Source: an optimization exercise on an open RTL-to-GDS flow (aim: small area). Production flows keep margins and buffers that such runs may drop.
Function was checked by simulation only, so behaviour that the tests miss may differ from the original.
No activity file was given, so power comes from the tool's default toggle rates.

[flow/constraint.sdc]
create_clock -name core_clock -period 8.0 [get_ports {clock}]
set_input_delay 1.6000 -clock core_clock [delete_from_list [all_inputs] [get_ports {clock}]]
set_output_delay 1.6000 -clock core_clock [all_outputs]
set_load 0.01 [all_outputs]
[flow/config.mk]
export PLATFORM = sky130hd
export DESIGN_NAME = lcd_spi_responder
export DESIGN_NICKNAME = lcd_spi_responder
export VERILOG_FILES = /design/flow/design.v
export SDC_FILE = /design/flow/constraint.sdc
export NUM_CORES = 4
export LEC_CHECK = 0
export CAP_MARGIN = 15
export CORE_MARGIN = 2
export CORE_UTILIZATION = 72
export CTS_BUF_LIST = sky130_fd_sc_hd__clkbuf_8
export CTS_CLUSTER_DIAMETER = 60
export CTS_CLUSTER_SIZE = 19
export SLEW_MARGIN = 15
export SYNTH_HIERARCHICAL = 1
[flow/standard.sh]
#!/bin/bash
# synth_recipe.tcl (not shown) runs the flow's synth.tcl, then flattens the netlist and writes it again
# the make line also repeats each setting of config.mk as NAME=value (left out here)
make -C /OpenROAD-flow-scripts/flow DESIGN_CONFIG=/design/flow/config.mk WORK_HOME=/design/flow/orfs CLKGATE_MAP_FILE= SYNTH_SCRIPT=/design/flow/synth_recipe.tcl "${@:-finish}"
[flow/flow/run.sh]
#!/bin/bash
# The standard layout (standard.sh), with two options changed:
#  - port buffers use the smallest buffer cell instead of the default delay buffer;
#  - clock tree synthesis inserts no dummy loads.
# make's output goes to flow_make.log; each ORFS step's own log is copied here
# as orfs_<step>.log when the flow ends.
set -uo pipefail
export BUFFER_PORTS_ARGS="-buffer_cell sky130_fd_sc_hd__buf_1"
export CTS_ARGS="-sink_clustering_enable -repair_clock_nets -dont_use_dummy_load -buf_list sky130_fd_sc_hd__clkbuf_8 -sink_clustering_size 19 -sink_clustering_max_diameter 60"
bash standard.sh > flow_make.log 2>&1
rc=$?
for f in orfs/logs/*/*/*/*.log; do
  [ -f "$f" ] && cp "$f" "orfs_$(basename "$f")"
done
exit $rc
[flow/design.v]
module lcd_spi_responder (
  input  logic       clock,
  input  logic       Reset,
  input  logic       sclk,
  input  logic       mosi,
  input  logic       sce,
  input  logic       dc,
  input  logic [8:0] rd_addr,
  output logic [7:0] rd_data,
  output logic       byte_valid,
  output logic [7:0] byte_data,
  output logic       byte_dc,
  output logic [6:0] cur_x,
  output logic [2:0] cur_y,
  output logic       pd,
  output logic       v_mode,
  output logic       h_mode,
  output logic [1:0] disp_mode,
  output logic [6:0] vop,
  output logic [2:0] bias,
  output logic       cmd_err,
  output logic [7:0] abort_cnt
);
  localparam int unsigned RAM_DEPTH = 504;
  localparam logic [6:0]  X_LAST    = 7'd83;
  localparam logic [2:0]  Y_LAST    = 3'd5;
  logic [2:0] sclk_q;
  logic [1:0] mosi_q;
  logic [1:0] dc_q;
  logic [1:0] sce_q;
  logic       sclk_rise;
  logic       mosi_s;
  logic       dc_s;
  logic       sce_s;
  logic [6:0] shift_q, shift_d;
  logic [2:0] bitcnt_q, bitcnt_d;
  logic       byte_valid_q, byte_valid_d;
  logic [7:0] byte_data_q, byte_data_d;
  logic       byte_dc_q, byte_dc_d;
  logic [7:0] abort_q, abort_d;
  logic [6:0] cur_x_q, cur_x_d;
  logic [2:0] cur_y_q, cur_y_d;
  logic       pd_q, pd_d;
  logic       v_mode_q, v_mode_d;
  logic       h_mode_q, h_mode_d;
  logic [1:0] disp_q, disp_d;
  logic [6:0] vop_q, vop_d;
  logic [2:0] bias_q, bias_d;
  logic       cmd_err_q, cmd_err_d;
  logic [7:0] ram_q [0:RAM_DEPTH-1];
  logic [7:0] rd_data_q;
  logic [8:0] wr_addr;
  logic       ram_we;
  logic [4:0] phase_q;
  logic [8:0] pend_addr_q;
  logic [7:0] pend_data_q;
  assign sclk_rise = sclk_q[1] & ~sclk_q[2];
  assign mosi_s    = mosi_q[1];
  assign dc_s      = dc_q[1];
  assign sce_s     = sce_q[1];
  assign wr_addr = 9'(cur_y_q) * 9'd84 + 9'(cur_x_q);
  assign ram_we  = byte_valid_q & byte_dc_q;
  function automatic logic [9:0] advance(input logic [6:0] x, input logic [2:0] y,
                                         input logic vert);
    logic [6:0] nx;
    logic [2:0] ny;
    nx = x;
    ny = y;
    if (!vert) begin
      if (x == X_LAST) begin
        nx = 7'd0;
        ny = (y == Y_LAST) ? 3'd0 : y + 3'd1;
      end else begin
        nx = x + 7'd1;
      end
    end else begin
      if (y == Y_LAST) begin
        ny = 3'd0;
        nx = (x == X_LAST) ? 7'd0 : x + 7'd1;
      end else begin
        ny = y + 3'd1;
      end
    end
    advance = {nx, ny};
  endfunction
  always_comb begin
    shift_d      = shift_q;
    bitcnt_d     = bitcnt_q;
    byte_valid_d = 1'b0;
    byte_data_d  = byte_data_q;
    byte_dc_d    = byte_dc_q;
    abort_d      = abort_q;
    if (sce_s) begin
      shift_d  = '0;
      bitcnt_d = 3'd0;
      if (bitcnt_q != 3'd0 && abort_q != 8'hFF) begin
        abort_d = abort_q + 8'd1;
      end
    end else if (sclk_rise) begin
      shift_d  = {shift_q[5:0], mosi_s};
      bitcnt_d = bitcnt_q + 3'd1;
      if (bitcnt_q == 3'd7) begin
        byte_valid_d = 1'b1;
        byte_data_d  = {shift_q, mosi_s};
        byte_dc_d    = dc_s;
      end
    end
  end
  always_comb begin
    cur_x_d   = cur_x_q;
    cur_y_d   = cur_y_q;
    pd_d      = pd_q;
    v_mode_d  = v_mode_q;
    h_mode_d  = h_mode_q;
    disp_d    = disp_q;
    vop_d     = vop_q;
    bias_d    = bias_q;
    cmd_err_d = 1'b0;
    if (byte_valid_q) begin
      if (byte_dc_q) begin
        {cur_x_d, cur_y_d} = advance(cur_x_q, cur_y_q, v_mode_q);
      end else if (byte_data_q == 8'h00) begin
        cmd_err_d = 1'b0;
      end else if (byte_data_q[7:3] == 5'b00100) begin
        {pd_d, v_mode_d, h_mode_d} = byte_data_q[2:0];
      end else if (!h_mode_q) begin
        if (byte_data_q[7:3] == 5'b00001 && !byte_data_q[1]) begin
          disp_d = {byte_data_q[2], byte_data_q[0]};
        end else if (byte_data_q[7:3] == 5'b01000 && byte_data_q[2:0] <= Y_LAST) begin
          cur_y_d = byte_data_q[2:0];
        end else if (byte_data_q[7] && byte_data_q[6:0] <= X_LAST) begin
          cur_x_d = byte_data_q[6:0];
        end else begin
          cmd_err_d = 1'b1;
        end
      end else begin
        if (byte_data_q[7:3] == 5'b00010) begin
          bias_d = byte_data_q[2:0];
        end else if (byte_data_q[7]) begin
          vop_d = byte_data_q[6:0];
        end else if (byte_data_q[7:2] == 6'b000001) begin
          cmd_err_d = 1'b0;
        end else begin
          cmd_err_d = 1'b1;
        end
      end
    end
  end
  always_ff @(posedge clock) begin
    if (Reset) begin
      sclk_q       <= '0;
      mosi_q       <= '0;
      dc_q         <= '0;
      sce_q        <= '0;
      shift_q      <= '0;
      bitcnt_q     <= '0;
      byte_valid_q <= 1'b0;
      byte_data_q  <= '0;
      byte_dc_q    <= 1'b0;
      abort_q      <= '0;
      cur_x_q      <= '0;
      cur_y_q      <= '0;
      pd_q         <= 1'b0;
      v_mode_q     <= 1'b0;
      h_mode_q     <= 1'b0;
      disp_q       <= '0;
      vop_q        <= '0;
      bias_q       <= '0;
      cmd_err_q    <= 1'b0;
    end else begin
      sclk_q       <= {sclk_q[1:0], sclk};
      mosi_q       <= {mosi_q[0], mosi};
      dc_q         <= {dc_q[0], dc};
      sce_q        <= {sce_q[0], sce};
      shift_q      <= shift_d;
      bitcnt_q     <= bitcnt_d;
      byte_valid_q <= byte_valid_d;
      byte_data_q  <= byte_data_d;
      byte_dc_q    <= byte_dc_d;
      abort_q      <= abort_d;
      cur_x_q      <= cur_x_d;
      cur_y_q      <= cur_y_d;
      pd_q         <= pd_d;
      v_mode_q     <= v_mode_d;
      h_mode_q     <= h_mode_d;
      disp_q       <= disp_d;
      vop_q        <= vop_d;
      bias_q       <= bias_d;
      cmd_err_q    <= cmd_err_d;
    end
  end
  always_ff @(posedge clock) begin
    phase_q <= phase_q + 5'd1;
    if (ram_we) begin
      pend_addr_q <= wr_addr;
      pend_data_q <= byte_data_q;
    end
  end
  for (genvar r = 0; r < 17; r++) begin : g_ring
    localparam int unsigned BASE = (r < 15) ? r * 32 : (r == 15) ? 480 : 496;
    localparam int unsigned LEN  = (r < 15) ? 32 : (r == 15) ? 16 : 8;
    localparam int unsigned LB   = (r < 15) ? 5 : (r == 15) ? 4 : 3;
    logic hit;
    assign hit = (pend_addr_q >> LB) == 9'(BASE >> LB)
              && pend_addr_q[LB-1:0] == phase_q[LB-1:0];
    always_ff @(posedge clock) begin
      for (int s = 0; s < LEN - 1; s++) begin
        ram_q[BASE + s] <= ram_q[BASE + s + 1];
      end
      ram_q[BASE + LEN - 1] <= hit ? pend_data_q : ram_q[BASE];
    end
  end
  logic [7:0]   rd_lo_n;
  logic [62:0]  rd_hi_n;
  logic [503:0] rd_sel;
  logic [7:0]   rd_part [0:41];
  logic [7:0]   rd_word;
  lcd_ram_rd_decode u_rd_decode (
    .rd_addr(rd_addr), .phase(phase_q), .lo_n(rd_lo_n), .hi_n(rd_hi_n)
  );
  for (genvar i = 0; i < RAM_DEPTH; i++) begin : g_sel
    lcd_ram_nor2 u_sel (.a_n(rd_lo_n[i % 8]), .b_n(rd_hi_n[i / 8]), .y(rd_sel[i]));
  end
  for (genvar j = 0; j < 42; j++) begin : g_rd
    lcd_ram_rd12 u_rd12 (
      .sel(rd_sel[12*j +: 12]),
      .d0(ram_q[12*j]),   .d1(ram_q[12*j+1]), .d2(ram_q[12*j+2]),
      .d3(ram_q[12*j+3]), .d4(ram_q[12*j+4]), .d5(ram_q[12*j+5]),
      .d6(ram_q[12*j+6]), .d7(ram_q[12*j+7]), .d8(ram_q[12*j+8]),
      .d9(ram_q[12*j+9]), .d10(ram_q[12*j+10]), .d11(ram_q[12*j+11]),
      .y(rd_part[j])
    );
  end
  always_comb begin
    rd_word = '0;
    for (int j = 0; j < 42; j++) begin
      rd_word = rd_word | rd_part[j];
    end
  end
  always_ff @(posedge clock) begin
    if (Reset) begin
      rd_data_q <= '0;
    end else if (rd_addr >= 9'(RAM_DEPTH)) begin
      rd_data_q <= '0;
    end else if (rd_addr == pend_addr_q) begin
      rd_data_q <= pend_data_q;
    end else begin
      rd_data_q <= rd_word;
    end
  end
  assign rd_data    = rd_data_q;
  assign byte_valid = byte_valid_q;
  assign byte_data  = byte_data_q;
  assign byte_dc    = byte_dc_q;
  assign cur_x      = cur_x_q;
  assign cur_y      = cur_y_q;
  assign pd         = pd_q;
  assign v_mode     = v_mode_q;
  assign h_mode     = h_mode_q;
  assign disp_mode  = disp_q;
  assign vop        = vop_q;
  assign bias       = bias_q;
  assign cmd_err    = cmd_err_q;
  assign abort_cnt  = abort_q;
endmodule
module lcd_ram_aoi3 (
  input  logic       s0,
  input  logic       s1,
  input  logic       s2,
  input  logic [7:0] d0,
  input  logic [7:0] d1,
  input  logic [7:0] d2,
  output logic [7:0] y_n
);
  assign y_n = ~(({8{s0}} & d0) | ({8{s1}} & d1) | ({8{s2}} & d2));
endmodule
module lcd_ram_nor2 (
  input  logic a_n,
  input  logic b_n,
  output logic y
);
  assign y = ~(a_n | b_n);
endmodule
module lcd_ram_rd12 (
  input  logic [11:0] sel,
  input  logic [7:0]  d0, d1, d2, d3, d4, d5, d6, d7, d8, d9, d10, d11,
  output logic [7:0]  y
);
  logic [7:0] p0_n, p1_n, p2_n, p3_n;
  lcd_ram_aoi3 u_p0 (.s0(sel[0]), .s1(sel[1]), .s2(sel[2]),   .d0(d0), .d1(d1), .d2(d2),   .y_n(p0_n));
  lcd_ram_aoi3 u_p1 (.s0(sel[3]), .s1(sel[4]), .s2(sel[5]),   .d0(d3), .d1(d4), .d2(d5),   .y_n(p1_n));
  lcd_ram_aoi3 u_p2 (.s0(sel[6]), .s1(sel[7]), .s2(sel[8]),   .d0(d6), .d1(d7), .d2(d8),   .y_n(p2_n));
  lcd_ram_aoi3 u_p3 (.s0(sel[9]), .s1(sel[10]), .s2(sel[11]), .d0(d9), .d1(d10), .d2(d11), .y_n(p3_n));
  assign y = ~(p0_n & p1_n & p2_n & p3_n);
endmodule
module lcd_ram_rd_decode (
  input  logic [8:0]  rd_addr,
  input  logic [4:0]  phase,
  output logic [7:0]  lo_n,
  output logic [62:0] hi_n
);
  logic [7:0] lo;
  logic [62:0] hi;
  logic [3:0] lo4;
  logic       borrow;
  logic [2:0] hi3;
  logic [3:0] d4;
  logic [15:0] r16;
  assign lo4 = {1'b0, rd_addr[2:0]} - {1'b0, phase[2:0]};
  assign borrow = lo4[3];
  assign hi3 = {1'b0, rd_addr[4:3]} - {1'b0, phase[4:3]} - {2'b0, borrow};
  always_comb begin
    lo = '0; lo[lo4[2:0]] = 1'b1;
    d4 = '0; d4[hi3[1:0]] = 1'b1;
    r16 = '0; r16[rd_addr[8:5]] = 1'b1;
    for (int g = 0; g < 60; g++) hi[g] = r16[g / 4] & d4[g % 4];
    hi[60] = r16[15] & ~rd_addr[4] & ~(rd_addr[3] ^ phase[3] ^ borrow);
    hi[61] = r16[15] & ~rd_addr[4] & (rd_addr[3] ^ phase[3] ^ borrow);
    hi[62] = r16[15] & rd_addr[4] & ~rd_addr[3];
  end
  assign lo_n = ~lo;
  assign hi_n = ~hi;
endmodule
==> results of run 1 <==
## stage by stage
step	setup WS [ps]	hold WS [ps]	util
after global routing	609.6	309.7	0.7609
after global placement	-419.2	330.6	0.7386
after CTS	993.1	287.9	0.7607
after floorplan	1134	329.8	-
after detailed placement	-42.71	334.5	0.7388
final	698.7	291.9	0.7609
## per-module statistics from Yosys (local to each module, per instance)
module             area (um2)  cells  flip-flops and latches  copies in the design
lcd_ram_rd12            50.05      8                       0                    42
lcd_spi_responder       87560   4761                    4125                     1
lcd_ram_rd_decode       967.2    164                       0                     1
lcd_ram_aoi3            90.09     10                       0                   168
lcd_ram_nor2            3.754      1                       0                   504
## cells by family (layout without fill, tap and decap cells)
family / Yosys count / count (layout) / synth area share
flip-flops: 4125 / 4125 / 0.7686
AO/OA/AOI/OAI: 1433 / 1433 / 0.1304
AND/OR/NAND/NOR: 1249 / 1249 / 0.05805
buffers and inverters: 410 / 432 / 0.01870
multiplexers: 160 / 160 / 0.01731
XOR/XNOR: 39 / 39 / 0.003312
adder cells (fa/ha/maj): 29 / 29 / 0.003580
other: 0 / 6 / 0
## cells in the final DEF (no fill, tap or decap), types with 15 or more instances in the layout
cell type | synthesis | layout
sky130_fd_sc_hd__dfxtp_1 | 4108 | 4108
sky130_fd_sc_hd__a222oi_1 | 1344 | 1344
sky130_fd_sc_hd__nor2_1 | 580 | 579
sky130_fd_sc_hd__nand4_1 | 360 | 360
sky130_fd_sc_hd__clkbuf_8 | 0 | 236
sky130_fd_sc_hd__mux2_2 | 110 | 110
sky130_fd_sc_hd__nand2_1 | 104 | 100
sky130_fd_sc_hd__buf_4 | 9 | 92
sky130_fd_sc_hd__nor4_1 | 84 | 81
sky130_fd_sc_hd__buf_1 | 1 | 65
sky130_fd_sc_hd__nand3_1 | 36 | 36
sky130_fd_sc_hd__a21oi_1 | 29 | 29
sky130_fd_sc_hd__inv_1 | 26 | 26
sky130_fd_sc_hd__ha_1 | 26 | 26
sky130_fd_sc_hd__mux2_4 | 24 | 24
sky130_fd_sc_hd__mux2i_1 | 23 | 23
sky130_fd_sc_hd__xnor2_1 | 19 | 19
sky130_fd_sc_hd__xor2_1 | 18 | 17
sky130_fd_sc_hd__edfxtp_1 | 17 | 17
sky130_fd_sc_hd__nor2b_1 | 15 | 15
sky130_fd_sc_hd__nor3_1 | 15 | 15
## worst paths after layout
check	start	to	slack, ps	cells past startpoint
min reg2reg	ram_q[278][7]$_DFF_P_	ram_q[277][7]$_DFF_P_	290	0
min	ram_q[278][7]$_DFF_P_	ram_q[277][7]$_DFF_P_	290	0
max reg2reg	phase_q[1]$_DFF_P_	rd_data_q[6]$_SDFF_PP0_	1010	19
max	rd_addr[1]	rd_data_q[6]$_SDFF_PP0_	700	19
## sequential cells by signal, summed over array words and instances, names as in the netlist, 2 cells and up
signal / cells
bitcnt_q: 3
mosi_q: 2
cur_y_q: 3
disp_q: 2
dc_q: 2
phase_q: 5
abort_q: 8
rd_data_q: 8
cur_x_q: 7
sclk_q: 3
bias_q: 3
pend_addr_q: 9
sce_q: 2
ram_q: 4032
vop_q: 7
shift_q: 7
pend_data_q: 8
byte_data_q: 8
## where the power goes
part           switching, mW  internal (mW)  leakage, nW  total, mW
combinational          0.219         0.0476         5.86      0.267
sequential           0.00212           20.5         33.2       20.5
clock                   5.67           2.64         1.70       8.31
## layer usage
layer,wire length (um),track usage
met1,111400,0.4861
met2,123100,0.5442
met3,27250,0.06765
met4,12120,0.1400
met5,29,0
## synthesized netlist by cell type (all sizes together), types with 2 or more instances
| cell | instances |
|---|---|
| dfxtp | 4108 |
| a222oi | 1344 |
| nor2 | 586 |
| clkbuf | 367 |
| nand4 | 360 |
| mux2 | 137 |
| nand2 | 104 |
| nor4 | 91 |
| nand3 | 36 |
| a21oi | 29 |
| ha | 26 |
| inv | 26 |
| mux2i | 23 |
| xnor2 | 20 |
| xor2 | 19 |
| edfxtp | 17 |
| buf | 16 |
| nor3 | 16 |
| o21ai | 16 |
| nor2b | 15 |
| a211oi | 14 |
| nand2b | 8 |
| or4 | 6 |
| nand3b | 5 |
| a21o | 3 |
| a31oi | 3 |
| a32o | 3 |
| and3 | 3 |
| fa | 3 |
| nand4b | 3 |
| nor3b | 3 |
| o211ai | 3 |
| o41ai | 3 |
| or2 | 3 |
| a31o | 2 |
| and2 | 2 |
| nor4b | 2 |
| o21bai | 2 |
| o22ai | 2 |
| or3 | 2 |
| or4b | 2 |
## critical path: stages
cell and delay [ps]:
sky130_fd_sc_hd__buf_1 200, sky130_fd_sc_hd__ha_1 270, sky130_fd_sc_hd__nor2b_1 120, sky130_fd_sc_hd__o21ai_0 180
sky130_fd_sc_hd__nand2b_1 150, sky130_fd_sc_hd__fa_1 650, sky130_fd_sc_hd__inv_1 90, sky130_fd_sc_hd__ha_1 190
sky130_fd_sc_hd__nor2_1 190, sky130_fd_sc_hd__xnor2_1 330, sky130_fd_sc_hd__nor2_1 400, sky130_fd_sc_hd__nand2_1 600
sky130_fd_sc_hd__nor2_1 310, sky130_fd_sc_hd__a222oi_1 530, sky130_fd_sc_hd__nand4_1 250, sky130_fd_sc_hd__nor4_1 1080
sky130_fd_sc_hd__nand4_1 500, sky130_fd_sc_hd__nor3_1 330, sky130_fd_sc_hd__a211oi_1 100
## cell type report
class	instances	area, um2	share of cell area
Clock buffer	236	3248	0.02884
Multi-Input combinational cell	2910	22970	0.2039
Tap cell	1930	2415	0.02144
Timing Repair Buffer	169	1136	0.01009
Antenna cell	6	15.01	0.0001333
Sequential cell	4125	82750	0.7347
Inverter	27	101.3	0.0008998
==> load_flow_metrics.sql, run 1 <==
INSERT INTO impl_metrics (metric_group, metric, value, unit) VALUES
('status', 'outcome', 'no timing/DRC/antenna violations', ''),
('sta', 'drv_slew', '0', ''),
('drt', 'post-route-drc-count', '0', ''),
('drt', 'drt-pass1-iter-count', '14', ''),
('synthesis', 'yosys_register_bits', '4125', ''),
('grt', 'wire_length_of_the_first_global_routing_pass', '400.9', 'mm'),
('synthesis', 'postSynthNetCount', '7489', ''),
('synthesis', 'yosysTopAreaCellShare', '0.7639', ''),
('cells_and_area', 'post_route_cell_area', '112600', 'um2'),
('floorplan', 'die_height', '390.7', 'um'),
('synthesis', 'post_synth_num_cell_types', '70', ''),
('sta', 'fin_skew', '101.1', 'ps'),
('setup_path', 'setup.worst_path.start_class', 'primary input', ''),
('grt', 'grt_usage', '0.3499', ''),
('floorplan', 'fp.dieArea', '152600', 'um2'),
('clock_tree', 'cts_made_buffers', '236', ''),
('clock_tree', 'cts-resized-gates', '0', ''),
('drt', 'ant_nets', '0', ''),
('synthesis', 'async_flop_share', '0', ''),
('placement', 'post-place-cells', '9161', ''),
('power', 'ir_worst_vdd', '0.0002260', 'V'),
('synthesis', 'post_synth.cell_area_avg', '14.46', 'um2'),
('floorplan', 'placementRows', '141', ''),
('synthesis', 'ys.warnings.count', '11', ''),
('drt', 'vias', '65750', ''),
('placement', 'gp_congestion', '0.9431', ''),
('sta', 'timing_hold_violations_final', '0', ''),
('placement', 'io_buffer_count', '66', ''),
('drt', 'detail_route.wl_per_cell', '29.13', 'um'),
('synthesis', 'synth_area', '107700', 'um2'),
('synthesis', 'main_synth_ff_type', 'sky130_fd_sc_hd__dfxtp_1', ''),
('floorplan', 'fp.coreArea', '148000', 'um2'),
('sta', 'fmax', '137.0', 'MHz'),
('drt', 'drt_first_iter_violations', '12530', ''),
('cells_and_area', 'n_fill_cell', '9313', ''),
('synthesis', 'count_of_flip_flops_with_a_built_in_enable_after_synthesis', '17', ''),
('drt', 'routed_wirelength', '273.9', 'mm'),
('floorplan', 'initial_utilization', '0.7273', ''),
('power', 'leakagePower', '40.79', 'nW'),
('power', 'totalPowerFinal', '29.11', 'mW'),
('floorplan', 'die-width', '390.7', 'um'),
('clock_tree', 'clock_latency', '990', 'ps'),
('clock_tree', 'clk_root_buffer_cell', 'sky130_fd_sc_hd__clkbuf_8', ''),
('grt', 'grt-ovfl-total', '0', ''),
('clock_tree', 'cts.clk_slew.worst_paths', '110', 'ps'),
('min_path', 'hold_path.class', 'reg2reg', ''),
('clock_tree', 'htreeDepth', '4', ''),
('sta', 'setup-tns-final', '0', 'ps'),
('sta', 'final.min_clock_period', '7301', 'ps'),
('synthesis', 'netlist_top_cells_area', 'sky130_fd_sc_hd__dfxtp_1, sky130_fd_sc_hd__a222oi_1, sky130_fd_sc_hd__nand4_1', ''),
('drt', 'routed_via_density', '6.992', ''),
('sta', 'worst_slew_pin_slew', '1391', 'ps'),
('synthesis', 'number_of_standard_cells_after_synthesis', '7445', ''),
('setup_path', 'critical_path.endpoint_type', 'register', ''),
('cells_and_area', 'total_nets_final', '7513', ''),
('clock_tree', 'cts-hold-fix-buffers', '0', ''),
('cells_and_area', 'drive_gt1_frac', '0.06843', ''),
('clock_tree', 'post_cts.repair.setup_buffers', '0', ''),
('grt', 'largest_net_degree_at_the_start_of_global_routing', '56', ''),
('setup_path', 'timing_worst_setup_path_type', 'in2reg', ''),
('grt', 'number_of_antenna_violations_at_the_first_check_in_global_routing', '13', ''),
('floorplan', 'num_io_pins', '67', ''),
('grt', 'via_count_of_the_first_global_routing_pass', '63550', ''),
('placement', 'post-dp-hpwl', '192.8', 'mm'),
('job', 'timing.max_cap.violations', '0', ''),
('sta', 'min_period_over_period', '0.9127', ''),
('synthesis', 'synth_largest_area_cell', 'sky130_fd_sc_hd__dfxtp_1', ''),
('clock_tree', 'tritoncts_clock_tree', 'done', ''),
('sta', 'finalSetupViolCount', '0', ''),
('sta', 'max-slew-margin-rel', '0.06895', ''),
('setup_path', 'critical_path_peak_fanout', '8', ''),
('sta', 'rsz0062_at_grt', 'no', ''),
('clock_tree', 'cts-root-to-sink-buffers', '3', ''),
('cells_and_area', 'post_layout_nonfiller_instances', '9403', ''),
('setup_path', 'arrival_time_of_the_worst_setup_path', '8100', 'ps'),
('setup_path', 'critPathRequiredTime', '8800', 'ps'),
('cells_and_area', 'syn_to_final_growth', '4.620', '%'),
('placement', 'dpl-instance-area', '109400', 'um2'),
('clock_tree', 'cts_num_sinks', '4125', ''),
('synthesis', 'synth.yosys.seq_area_share', '0.7686', ''),
('power', 'power-per-cell-area', '258.5', 'nW/um2');
==> run 2, diff against run 1 <==
--- a/flow/design.v
+++ b/flow/design.v
@@ -300,24 +300,45 @@
   output logic [62:0] hi_n
 );
-  logic [7:0] lo;
-  logic [62:0] hi;
+  logic [3:0]  d4;
+  logic [15:0] r16;
+  logic [2:0]  r15;
+  lcd_ram_rd_decode_core u_core (
+    .rd_addr(rd_addr), .phase(phase), .lo_n(lo_n), .d4(d4), .r16(r16), .r15(r15)
+  );
+  for (genvar g = 0; g < 60; g++) begin : g_hi
+    lcd_ram_nand2 u_hi (.a(r16[g / 4]), .b(d4[g % 4]), .y_n(hi_n[g]));
+  end
+  assign hi_n[62:60] = ~r15;
+endmodule
+module lcd_ram_nand2 (
+  input  logic a,
+  input  logic b,
+  output logic y_n
+);
+  assign y_n = ~(a & b);
+endmodule
+module lcd_ram_rd_decode_core (
+  input  logic [8:0]  rd_addr,
+  input  logic [4:0]  phase,
+  output logic [7:0]  lo_n,
+  output logic [3:0]  d4,
+  output logic [15:0] r16,
+  output logic [2:0]  r15
+);
   logic [3:0] lo4;
   logic       borrow;
   logic [2:0] hi3;
-  logic [3:0] d4;
-  logic [15:0] r16;
+  logic       h3;
   assign lo4 = {1'b0, rd_addr[2:0]} - {1'b0, phase[2:0]};
   assign borrow = lo4[3];
   assign hi3 = {1'b0, rd_addr[4:3]} - {1'b0, phase[4:3]} - {2'b0, borrow};
+  assign h3 = rd_addr[3] ^ phase[3] ^ borrow;
   always_comb begin
-    lo = '0; lo[lo4[2:0]] = 1'b1;
-    d4 = '0; d4[hi3[1:0]] = 1'b1;
-    r16 = '0; r16[rd_addr[8:5]] = 1'b1;
-    for (int g = 0; g < 60; g++) hi[g] = r16[g / 4] & d4[g % 4];
-    hi[60] = r16[15] & ~rd_addr[4] & ~(rd_addr[3] ^ phase[3] ^ borrow);
-    hi[61] = r16[15] & ~rd_addr[4] & (rd_addr[3] ^ phase[3] ^ borrow);
-    hi[62] = r16[15] & rd_addr[4] & ~rd_addr[3];
+    for (int k = 0; k < 8; k++) lo_n[k] = ~(lo4[2:0] == 3'(k));
+    for (int m = 0; m < 4; m++) d4[m] = hi3[1:0] == 2'(m);
+    for (int i = 0; i < 16; i++) r16[i] = rd_addr[8:5] == 4'(i);
+    r15[0] = r16[15] & ~rd_addr[4] & ~h3;
+    r15[1] = r16[15] & ~rd_addr[4] & h3;
+    r15[2] = r16[15] & rd_addr[4] & ~rd_addr[3];
   end
-  assign lo_n = ~lo;
-  assign hi_n = ~hi;
 endmodule
--- a/flow/config.mk
+++ b/flow/config.mk
@@ -8,5 +8,5 @@
 export CAP_MARGIN = 15
 export CORE_MARGIN = 2
-export CORE_UTILIZATION = 72
+export CORE_UTILIZATION = 68
 export CTS_BUF_LIST = sky130_fd_sc_hd__clkbuf_8
 export CTS_CLUSTER_DIAMETER = 60
==> run 2 against run 1 <==
Compared with the run above:
- routed wire length fell by 2.7%
- sequential power about the same
- critical path depth increased by 1
- first-iteration DRC count shrank 7.0%
- via count shrank 1.5%
- clock power about the same
- flip-flop and latch count unchanged
- critical endpoint is now rd_data_q[7]$_SDFF_PP0_
==> load_flow_metrics.sql, run 2 <==
INSERT INTO impl_metrics (metric_group, metric, value, unit) VALUES
('clock_tree', 'cts_num_sinks', '4125', ''),
('grt', 'grt-ovfl-total', '0', ''),
('power', 'seqPwrFrac', '0.705', ''),
('placement', 'dpl-instance-area', '109400', 'um2'),
('cells_and_area', 'largestRegisters', 'ram_q x4032, pend_addr_q x9', ''),
('cells_and_area', 'drive_gt1_frac', '0.07071', ''),
('status', 'outcome', 'no timing/DRC/antenna violations', ''),
('cells_and_area', 'syn_to_final_growth', '5.004', '%'),
('min_path', 'hold_path.class', 'reg2reg', ''),
('sta', 'finalSetupViolCount', '0', ''),
('floorplan', 'fp.coreArea', '156600', 'um2'),
('grt', 'largest_net_degree_at_the_start_of_global_routing', '56', ''),
('setup_path', 'critical_path.endpoint_type', 'register', ''),
('grt', 'grt_usage', '0.3217', ''),
('drt', 'routed_via_density', '6.806', ''),
('cells_and_area', 'final_core_util', '0.7199', ''),
('power', 'switching_power', '5.911', 'mW'),
('floorplan', 'initial_utilization', '0.6856', ''),
('job', 'timing.max_cap.violations', '0', ''),
('clock_tree', 'cts_made_buffers', '237', ''),
('power', 'power.share.combinational', '0.009', ''),
('power', 'totalPowerFinal', '29.14', 'mW'),
('synthesis', 'postSynthNetCount', '7445', ''),
('setup_path', 'critPathRequiredTime', '8870', 'ps'),
('cells_and_area', 'largest-register', 'ram_q', ''),
('drt', 'vias', '64790', ''),
('cells_and_area', 'layout_common_cells', 'sky130_fd_sc_hd__dfxtp_1, sky130_fd_sc_hd__a222oi_1, sky130_fd_sc_hd__nor2_1, sky130_fd_sc_hd__nand4_1, sky130_fd_sc_hd__clkbuf_8', ''),
('drt', 'detail_route.wl_per_cell', '27.99', 'um'),
('drt', 'ant_nets', '0', ''),
('synthesis', 'synth_area', '107300', 'um2'),
('sta', 'setup-tns-final', '0', 'ps'),
('floorplan', 'die_height', '401.3', 'um'),
('placement', 'io_buffer_count', '66', ''),
('floorplan', 'placementRows', '145', ''),
('clock_tree', 'htreeDepth', '4', ''),
('drt', 'drt-pass1-iter-count', '13', ''),
('sta', 'holdWs', '304.5', 'ps'),
('synthesis', 'number_of_standard_cells_after_synthesis', '7408', ''),
('grt', 'via_count_of_the_first_global_routing_pass', '62540', ''),
('floorplan', 'die-width', '401.3', 'um'),
('clock_tree', 'clk_root_buffer_cell', 'sky130_fd_sc_hd__clkbuf_8', ''),
('clock_tree', 'cts-root-to-sink-buffers', '3', ''),
('setup_path', 'path_delay_family', 'simple AND/OR/NAND/NOR gates', ''),
('synthesis', 'post_synth.cell_area_avg', '14.49', 'um2'),
('setup_path', 'slowest_cell_on_crit_path', 'sky130_fd_sc_hd__nand4_1', ''),
('sta', 'drv_slew', '0', ''),
('power', 'internal_power', '23.23', 'mW'),
('clock_tree', 'post_cts.repair.setup_buffers', '0', ''),
('power', 'leakagePower', '40.79', 'nW'),
('power', 'ir_worst_vdd', '0.0002161', 'V'),
('floorplan', 'num_io_pins', '67', ''),
('setup_path', 'r2r_slack', '1670', 'ps'),
('drt', 'post-route-drc-count', '0', ''),
('clock_tree', 'clock_latency', '990', 'ps'),
('setup_path', 'critPathMaxStageDelay', '660', 'ps'),
('setup_path', 'timing_worst_setup_path_type', 'in2reg', ''),
('sta', 'final.min_clock_period', '6565', 'ps'),
('placement', 'post-place-cells', '9274', ''),
('sta', 'finalWorstSetupSlack', '1435', 'ps'),
('sta', 'max-slew-margin-rel', '0.1634', ''),
('synthesis', 'ys.warnings.count', '11', ''),
('sta', 'min_period_over_period', '0.8207', ''),
('power', 'p_clk_frac', '0.286', ''),
('cells_and_area', 'layout_commonest_cell', 'sky130_fd_sc_hd__dfxtp_1', ''),
('clock_tree', 'cts-hold-fix-buffers', '0', ''),
('sta', 'worst_slew_pin_slew', '1252', 'ps'),
('setup_path', 'arrival_time_of_the_worst_setup_path', '7440', 'ps'),
('grt', 'number_of_antenna_violations_at_the_first_check_in_global_routing', '11', ''),
('floorplan', 'fp.dieArea', '161000', 'um2'),
('grt', 'wire_length_of_the_first_global_routing_pass', '393.3', 'mm'),
('power', 'power-per-cell-area', '258.6', 'nW/um2'),
('clock_tree', 'cts-resized-gates', '0', ''),
('setup_path', 'critical_path_peak_fanout', '9', ''),
('power', 'swShare', '0.2028', ''),
('cells_and_area', 'post_route_cell_area', '112700', 'um2'),
('cells_and_area', 'post_layout_nonfiller_instances', '9520', ''),
('drt', 'drt_first_iter_violations', '11650', ''),
('placement', 'gp_congestion', '0.9063', ''),
('cells_and_area', 'total_nets_final', '7492', ''),
('setup_path', 'worstPathBufferInverterCount', '3', ''),
('sta', 'fmax', '152.3', 'MHz'),
('setup_path', 'worstPathCellList', 'buf_1 -> ha_1 -> nor2b_1 -> o21ai_0 -> nand2b_1 -> fa_1 -> inv_1 -> ha_1 -> nor2_1 -> xor2_1 -> nor2_4 -> buf_16 -> nand2_1 -> nor2_1 -> a222oi_1 -> nand4_1 -> nor4_1 -> nand4_1 -> nor3_1 -> a211oi_1', ''),
('clock_tree', 'tritoncts_clock_tree', 'done', ''),
('sta', 'fin_skew', '72.74', 'ps'),
('setup_path', 'setup.worst_path.start_class', 'primary input', ''),
('sta', 'timing_hold_violations_final', '0', ''),
('placement', 'dp_slack', '499.1', 'ps'),
('cells_and_area', 'largest_register_ff_count', '4032', ''),
('placement', 'post-dp-hpwl', '186.2', 'mm'),
('drt', 'routed_wirelength', '266.5', 'mm'),
('sta', 'rsz0062_at_grt', 'no', ''),
('clock_tree', 'cts.clk_slew.worst_paths', '110', 'ps');
==> run 2: path summary, 6_finish.rpt <==
check | from | end | cells after the start
max reg2reg | phase_q[1]$_DFF_P_ | rd_data_q[7]$_SDFF_PP0_ | 20
min reg2reg | ram_q[503][4]$_DFF_P_ | ram_q[502][4]$_DFF_P_ | 0
max | rd_addr[1] | rd_data_q[7]$_SDFF_PP0_ | 20
min | ram_q[503][4]$_DFF_P_ | ram_q[502][4]$_DFF_P_ | 0
==> run 2: power by group through the flow <==
stage               Combinational [mW]  Clock (mW)  Sequential [mW]
finish                           0.266        8.34             20.5
global route                     0.265        9.18             20.5
CTS                              0.257        8.46             20.5
detailed placement               0.256           0             21.0
global placement                 0.250           0             21.0
floorplan                       0.0854           0             21.0
==> run 2: area by class of cell <==
cell class	count	area (um2)
diodes	9	22.52
clock buffers	237	3262
fillers	10560	43860
inverters	25	93.84
multi-input cells	2883	22760
flip-flops and latches	4125	82750
well taps	2058	2575
repair buffers	183	1247
==> run 2: routing by layer <==
metal / global-route usage / vias to the layer above / part of all wire
met2: 0.5022 / 3042 / 0.45
met3: 0.05891 / 564 / 0.083
met4: 0.1204 / 2 / 0.039
li1: - / 28970 / -
met1: 0.4506 / 32220 / 0.43
met5: 0 / - / 0.000071
==> run 3, diff against run 2 <==
==> flow/run.sh (new file) <==
#!/bin/bash
# synth_recipe.tcl (not shown) runs the flow's synth.tcl, then flattens the netlist and writes it again
# the make line also repeats each setting of config.mk as NAME=value (left out here)
make -C /OpenROAD-flow-scripts/flow DESIGN_CONFIG=/design/flow/config.mk WORK_HOME=/design/flow/orfs CLKGATE_MAP_FILE= SYNTH_SCRIPT=/design/flow/synth_recipe.tcl finish
removed: flow/flow/run.sh
removed: flow/standard.sh
==> run 3 against run 2 <==
Compared with the run above:
- highest routed layer unchanged
- clock skew decreased by 33 ps
- register-to-register slack got worse by 280 ps
- via count increased by 0.45%
- area after synthesis unchanged
- sequential share of layout area decreased by 0.52 points
- critical path type unchanged
- total power increased by 0.63%
- synthesized cell count unchanged
- largest power group unchanged
- count of clock-buffer cells in the layout increased by 3
- flip-flop and latch count unchanged
- critical path depth increased by 1
- first-iteration DRC count increased by 5.7%
==> load_flow_metrics.sql, run 3 <==
INSERT INTO impl_metrics (metric_group, metric, value, unit) VALUES
('cells_and_area', 'multi_input_comb_area', '22770', 'um2'),
('grt', 'grt-ovfl-total', '0', ''),
('clock_tree', 'clk_root_buffer_cell', 'sky130_fd_sc_hd__clkbuf_8', ''),
('power', 'p_clk_frac', '0.290', ''),
('power', 'seqPwrFrac', '0.700', ''),
('power', 'ir_worst_vdd', '0.0002044', 'V'),
('clock_tree', 'tritoncts_clock_tree', 'done', ''),
('power', 'swShare', '0.2046', ''),
('clock_tree', 'post_cts.repair.setup_buffers', '0', ''),
('floorplan', 'die_height', '401.3', 'um'),
('synthesis', 'synth_area', '107300', 'um2'),
('drt', 'drt-pass1-iter-count', '13', ''),
('sta', 'setup-tns-final', '0', 'ps'),
('min_path', 'worst_hold_stages', '0', ''),
('setup_path', 'critPathRequiredTime', '8840', 'ps'),
('power', 'totalPowerFinal', '29.33', 'mW'),
('power', 'switching_power', '6.000', 'mW'),
('drt', 'routed_wirelength', '281.5', 'mm'),
('power', 'internal_power', '23.33', 'mW'),
('drt', 'detail_route.wl_per_cell', '29.44', 'um'),
('placement', 'post-dp-hpwl', '201.7', 'mm'),
('power', 'power-per-cell-area', '258.4', 'nW/um2'),
('setup_path', 'timing_worst_setup_path_type', 'in2reg', ''),
('drt', 'post-route-drc-count', '0', ''),
('cells_and_area', 'total_nets_final', '7513', ''),
('min_path', 'hold_path.class', 'reg2reg', ''),
('setup_path', 'critical_path.endpoint_type', 'register', ''),
('grt', 'grt_usage', '0.3384', ''),
('sta', 'timing_hold_violations_final', '0', ''),
('cells_and_area', 'syn_to_final_growth', '5.751', '%'),
('cells_and_area', 'layout_common_cells', 'sky130_fd_sc_hd__dfxtp_1, sky130_fd_sc_hd__a222oi_1, sky130_fd_sc_hd__nor2_1, sky130_fd_sc_hd__nand4_1, sky130_fd_sc_hd__clkbuf_8', ''),
('synthesis', 'post_synth.cell_area_avg', '14.49', 'um2'),
('grt', 'number_of_antenna_violations_at_the_first_check_in_global_routing', '15', ''),
('setup_path', 'timing.reg2reg.worst_path_depth', '21', ''),
('floorplan', 'fp.dieArea', '161000', 'um2'),
('setup_path', 'critical_path_peak_fanout', '13', ''),
('cells_and_area', 'layout.area.seq', '82750', 'um2'),
('drt', 'drt_first_iter_violations', '12310', ''),
('setup_path', 'setup.worst_path.start_class', 'primary input', ''),
('sta', 'finalWorstSetupSlack', '709.4', 'ps'),
('sta', 'min_period_over_period', '0.9113', ''),
('cells_and_area', 'final_core_util', '0.7250', ''),
('clock_tree', 'cts-hold-fix-buffers', '0', ''),
('sta', 'fmax', '137.2', 'MHz'),
('synthesis', 'postSynthNetCount', '7445', ''),
('cells_and_area', 'largest-register', 'ram_q', ''),
('sta', 'fin_skew', '39.95', 'ps'),
('drt', 'routed_via_density', '6.806', ''),
('cells_and_area', 'layout_commonest_cell', 'sky130_fd_sc_hd__dfxtp_1', ''),
('synthesis', 'number_of_standard_cells_after_synthesis', '7408', ''),
('clock_tree', 'cts-resized-gates', '0', ''),
('clock_tree', 'cts_made_buffers', '236', ''),
('clock_tree', 'cts_num_sinks', '4125', ''),
('sta', 'max-slew-margin-rel', '0.1329', ''),
('sta', 'finalSetupViolCount', '0', ''),
('clock_tree', 'clock_latency', '990', 'ps'),
('cells_and_area', 'post_layout_nonfiller_instances', '9563', ''),
('cells_and_area', 'n_fill_cell', '10550', ''),
('grt', 'wire_length_of_the_first_global_routing_pass', '406.4', 'mm'),
('sta', 'worst_slew_pin_slew', '1298', 'ps'),
('power', 'power.share.combinational', '0.009', ''),
('cells_and_area', 'largest_register_ff_count', '4032', ''),
('floorplan', 'num_io_pins', '67', ''),
('clock_tree', 'htreeDepth', '4', ''),
('sta', 'drv_slew', '0', ''),
('grt', 'largest_net_degree_at_the_start_of_global_routing', '56', ''),
('placement', 'gp_congestion', '0.9755', ''),
('cells_and_area', 'drive_gt1_frac', '0.07600', ''),
('floorplan', 'placementRows', '145', ''),
('clock_tree', 'cts-root-to-sink-buffers', '3', ''),
('floorplan', 'initial_utilization', '0.6856', ''),
('placement', 'post-place-cells', '9296', ''),
('grt', 'via_count_of_the_first_global_routing_pass', '62710', ''),
('sta', 'final.min_clock_period', '7291', 'ps'),
('synthesis', 'ys.warnings.count', '11', ''),
('floorplan', 'fp.coreArea', '156600', 'um2'),
('cells_and_area', 'largestRegisters', 'ram_q x4032, pend_addr_q x9', ''),
('drt', 'vias', '65080', ''),
('floorplan', 'die-width', '401.3', 'um'),
('sta', 'rsz0062_at_grt', 'no', ''),
('setup_path', 'arrival_time_of_the_worst_setup_path', '8130', 'ps'),
('job', 'timing.max_cap.violations', '0', ''),
('clock_tree', 'cts.clk_slew.worst_paths', '110', 'ps'),
('status', 'outcome', 'no timing/DRC/antenna violations', ''),
('placement', 'dp_slack', '71.78', 'ps'),
('placement', 'io_buffer_count', '66', ''),
('power', 'leakagePower', '41.18', 'nW'),
('drt', 'ant_nets', '0', '');
[run 3: path summary, 6_finish.rpt]
path                                             from                      end  slack, ps
worst min register to register  ram_q[262][5]$_DFF_P_    ram_q[261][5]$_DFF_P_        320
worst max register to register     phase_q[1]$_DFF_P_  rd_data_q[3]$_SDFF_PP0_       1390
worst max-delay path                       rd_addr[1]  rd_data_q[3]$_SDFF_PP0_        710
worst min-delay path            ram_q[262][5]$_DFF_P_    ram_q[261][5]$_DFF_P_        320
[run 3: power groups by stage]
stage	clock (mW)	sequential, mW	combinational [mW]
after floorplan	0	21.0	0.0854
after CTS	8.61	20.5	0.262
final	8.51	20.5	0.275
after global routing	9.33	20.5	0.272
after detailed placement	0	21.0	0.261
after global placement	0	21.0	0.260
[run 3: metal layers]
| layer | wire (um) | GRT usage | up-vias |
|---|---|---|---|
| met4 | 15680 | 0.1660 | 4 |
| met2 | 124700 | 0.5223 | 3266 |
| met5 | 26 | 0 | - |
| met3 | 24850 | 0.06202 | 612 |
| li1 | - | - | 29000 |
| met1 | 116300 | 0.4633 | 32200 |
[run 3: final cells by class]
| class | count | area share |
|---|---|---|
| Timing Repair Buffer | 205 | 0.01629 |
| Sequential cell | 4125 | 0.7290 |
| Tap cell | 2058 | 0.02268 |
| Clock inverter | 22 | 0.001389 |
| Inverter | 25 | 0.0008267 |
| Antenna cell | 5 | 0.0001102 |
| Multi-Input combinational cell | 2883 | 0.2006 |
| Clock buffer | 240 | 0.02910 |
[run 3: per-stage QoR]
stage | cell area, um2 | hold slack [ps]
6_report | 113500 | 324.6
3_5_place_dp | 110000 | 334.5
5_1_grt | 113500 | 318.3
4_1_cts | 113500 | 329.3
3_3_place_gp | 110000 | 330.7
2_1_floorplan | 107300 | 329.8
[run 3: critical path: stages]
cell	delay, ps
sky130_fd_sc_hd__clkdlybuf4s50_1	570
sky130_fd_sc_hd__ha_1	260
sky130_fd_sc_hd__nor2b_1	120
sky130_fd_sc_hd__o21ai_0	160
sky130_fd_sc_hd__nand2b_1	100
sky130_fd_sc_hd__fa_1	550
sky130_fd_sc_hd__inv_1	80
sky130_fd_sc_hd__ha_1	180
sky130_fd_sc_hd__nor2_1	210
sky130_fd_sc_hd__xor2_1	400
sky130_fd_sc_hd__nor2_4	340
sky130_fd_sc_hd__buf_4	260
sky130_fd_sc_hd__nand2_1	150
sky130_fd_sc_hd__buf_4	200
sky130_fd_sc_hd__nor2_1	140
sky130_fd_sc_hd__a222oi_1	460
sky130_fd_sc_hd__nand4_1	250
sky130_fd_sc_hd__nor4_1	960
sky130_fd_sc_hd__nand4_1	620
sky130_fd_sc_hd__nor3_1	380
sky130_fd_sc_hd__a211oi_1	110

==> what the ideal ports hide <==
Ports are ideal in the flow. The routed layouts listed here were re-timed in OpenROAD. Step 1: set_driving_cell puts a clkbuf_16 on clock and a buf_2 on each other input, an assumption about the parent block. Step 2 adds t to the input delays and takes it off the output delays; t is the mean of the earliest and latest rising clock arrival at the registers after step 1. Input paths then give back, and output paths get back, about the clock's delay inside the block. Three values: no drivers, after step 1, after step 2; two values: the first two.
run | t (ns) | setup WS [ns] | hold slack, ns | clock arrival spread, ns
run 1 | 1.022 | 0.699 / 0.747 / -0.275 | 0.292 / 0.292 / 0.292 | 0.101 / 0.102
run 2 | 1.040 | 1.435 / 1.494 / 0.454 | 0.305 / 0.305 / 0.305 | 0.086 / 0.086
run 3 | 1.049 | 0.709 / 0.756 / -0.293 | 0.325 / 0.325 / 0.325 | 0.044 / 0.044
With both steps, setup timing fails in run 1 and run 3, where it was met with ideal ports. For run 3, which loses most, drivers alone change the setup slack by +0.047 ns; drivers and shift together by -1.002 ns.
